This design comes from an exercise in tuning for small area on the open sky130 flow, not from production work.
Only simulation tests tie the RTL to the original design; equivalence was not proved.
No activity file was given, so power comes from the tool's default toggle rates.

==> flow/design.v (excerpt) <==
module eth_prbs_top (
	input logic clock,
	input logic reset,
	input logic start,
	input frame_pkg::mac_t dest_mac,
	input frame_pkg::mac_t src_mac,
	input frame_pkg::ether_type_t ether_type,
	output logic tvalid,
	input logic tready,
	output frame_pkg::beat_t tdata,
	output frame_pkg::keep_t tkeep,
	output logic tlast,
	output logic busy,
	input logic rx_valid,
	input frame_pkg::beat_t rx_data,
	input frame_pkg::keep_t rx_keep,
	input logic rx_last,
	output frame_pkg::mac_t rx_dest_mac,
	output frame_pkg::mac_t rx_src_mac,
	output frame_pkg::ether_type_t rx_ether_type,
	output logic header_valid,
	output logic frame_done,
	output logic frame_error,
	output logic [15:0] error_count
);
For scale: ~1,200 cells after synthesis, ~340 I/O pins, ~15,000 um^2 of cells after synthesis.
==> flow/config.mk <==
export PLATFORM = sky130hd
export DESIGN_NAME = eth_prbs_top
export DESIGN_NICKNAME = eth_prbs_top
export VERILOG_FILES = /design/flow/design.v
export SDC_FILE = /design/flow/constraint.sdc
export NUM_CORES = 4
export LEC_CHECK = 0
export CAP_MARGIN = 20
export CORE_MARGIN = 2
export CORE_UTILIZATION = 50
export SLEW_MARGIN = 20
==> flow/constraint.sdc <==
create_clock -name core_clock -period 9.0 [get_ports {clock}]
set_input_delay 1.8000 -clock core_clock [delete_from_list [all_inputs] [get_ports {clock}]]
set_output_delay 1.8000 -clock core_clock [all_outputs]
set_load 0.01 [all_outputs]
standard.sh (not shown) runs the stock make flow with config.mk's settings and CLKGATE_MAP_FILE= SYNTH_SCRIPT=/design/flow/synth_recipe.tcl, a recipe that flattens the netlist after the stock synthesis.
==> flow/flow/run.sh <==
#!/bin/bash
# Standard layout with three changes:
#  - synthesis maps logic with an area-oriented ABC script (flow/area.abc) instead of ORFS's
#    speed script; everything else in the synthesis is the standard script, so the
#    registers are the same;
#  - port buffers use the smallest buffer cell;
#  - the clock tree uses smaller buffers and no dummy loads.
set -euo pipefail
W=$PWD
# ORFS's synth.tcl with the ABC script swapped after the preamble sets it
sed "s|^source \$::env(SCRIPTS_DIR)/synth_preamble.tcl\$|&\nset abc_args [lreplace \$abc_args 1 1 $W/flow/area.abc]|" \
  "$FLOW_HOME/scripts/synth.tcl" > "$W/synth_orfs_area.tcl"
grep -q "area.abc" "$W/synth_orfs_area.tcl"
# The standard flow's synthesis wrapper, sourcing that copy
sed "s|\$::env(SCRIPTS_DIR)/synth.tcl|$W/synth_orfs_area.tcl|" "$W/synth_recipe.tcl" > "$W/synth_area.tcl"
grep -q "synth_orfs_area.tcl" "$W/synth_area.tcl"
bash standard.sh \
  SYNTH_SCRIPT="$W/synth_area.tcl" \
  BUFFER_PORTS_ARGS="-buffer_cell sky130_fd_sc_hd__buf_1" \
  CTS_ARGS="-sink_clustering_enable -repair_clock_nets -dont_use_dummy_load -buf_list {sky130_fd_sc_hd__clkbuf_4 sky130_fd_sc_hd__clkbuf_8} -sink_clustering_size 18 -sink_clustering_max_diameter 50" \
  finish > standard_make.log 2>&1
==> flow/flow/area.abc <==
strash
dc2
dch -f
map -a
amap
topo
Rerun with:
--- a/flow/flow/run.sh
+++ b/flow/flow/run.sh
@@ -19,3 +19,3 @@
   BUFFER_PORTS_ARGS="-buffer_cell sky130_fd_sc_hd__buf_1" \
-  CTS_ARGS="-sink_clustering_enable -repair_clock_nets -dont_use_dummy_load -buf_list {sky130_fd_sc_hd__clkbuf_4 sky130_fd_sc_hd__clkbuf_8} -sink_clustering_size 18 -sink_clustering_max_diameter 50" \
+  CTS_ARGS="-sink_clustering_enable -repair_clock_nets -dont_use_dummy_load -buf_list {sky130_fd_sc_hd__clkbuf_4 sky130_fd_sc_hd__clkbuf_8} -sink_clustering_buffer sky130_fd_sc_hd__clkbuf_4 -sink_clustering_size 10 -sink_clustering_max_diameter 35" \
   finish > standard_make.log 2>&1
==> flow/flow/area.abc (replaced) <==
strash
dc2
dch -f
map -a
amap
strash
dch -f
map -a
amap
topo
--- a/flow/config.mk
+++ b/flow/config.mk
@@ -8,4 +8,7 @@
 export CAP_MARGIN = 20
+export CELL_PAD_IN_SITES_DETAIL_PLACEMENT = 1
+export CELL_PAD_IN_SITES_GLOBAL_PLACEMENT = 1
 export CORE_MARGIN = 2
 export CORE_UTILIZATION = 50
+export PLACE_DENSITY = 0.72
 export SLEW_MARGIN = 20
=> Final area decreases by 0.38%; setup slack degrades by 0.076 ns; synthesized area barely changes.
Rerun with:
==> flow/flow/area.abc (replaced) <==
strash
dc2
dch -f
map -a
amap
topo
The new run completed with no timing, DRC or antenna violations.
Total power grows by 1.0%.
First-iteration DRC count falls by 0.41%.
Die area is about the same.
Final area hardly moves.
Routed wire length goes up by 8.7%.
Synthesized area barely changes.
Global-route usage goes up by 3.0 points.
Rerun with:
==> flow/flow/area.abc (replaced) <==
strash
dc2
dch -f
map -a
amap
strash
dch -f
map -a
amap
topo
--- a/flow/config.mk
+++ b/flow/config.mk
@@ -7,3 +7,3 @@
 export LEC_CHECK = 0
-export CAP_MARGIN = 20
+export CAP_MARGIN = 10
 export CELL_PAD_IN_SITES_DETAIL_PLACEMENT = 1
@@ -13,2 +13,2 @@
 export PLACE_DENSITY = 0.72
-export SLEW_MARGIN = 20
+export SLEW_MARGIN = 10
Clock-buffer cell count is unchanged.
Sequential share of layout area stays flat.
Setup slack is better by 0.067 ns.
Non-clock buffer count drops by 5.
Hold slack is worse by 0.0033 ns.
Routed wire length drops by 8.0%.
Synthesized area hardly moves.
Via count drops by 1.8%.
Power drops by 1.0%.

## what the ideal ports hide
No port has a modelled driver above. Below, the same layouts with a new extraction and two added sets of constraints.
Step 1: set_driving_cell puts a clkbuf_16 on clock and a buf_2 on each other input, an assumption about the parent block.
Step 2 also shifts input and output timing later by t, the mid clock arrival at the registers, as if the neighbouring blocks saw the same clock.
Slacks: ideal ports / drivers / drivers and shift; pairs: ideal ports / drivers.
| run | shift t [ns] | setup WS [ns] | worst hold slack (ns) | cell pins on the clock port's net |
|---|---|---|---|---|
| the first run | 0.570 | 1.462 / 1.488 / 0.918 | 0.463 / 0.463 / 0.463 | 1 |
| the second run | 0.585 | 1.387 / 1.413 / 0.828 | 0.474 / 0.474 / 0.474 | 1 |
| the third run | 0.594 | 1.320 / 1.334 / 0.741 | 0.477 / 0.477 / 0.477 | 1 |
| the fourth run | 0.585 | 1.387 / 1.413 / 0.828 | 0.474 / 0.474 / 0.474 | 1 |
After both steps every run listed still meets setup and hold. The setup slack of the third run, which loses most, moves by +0.014 ns with the drivers and by -0.579 ns with both steps.
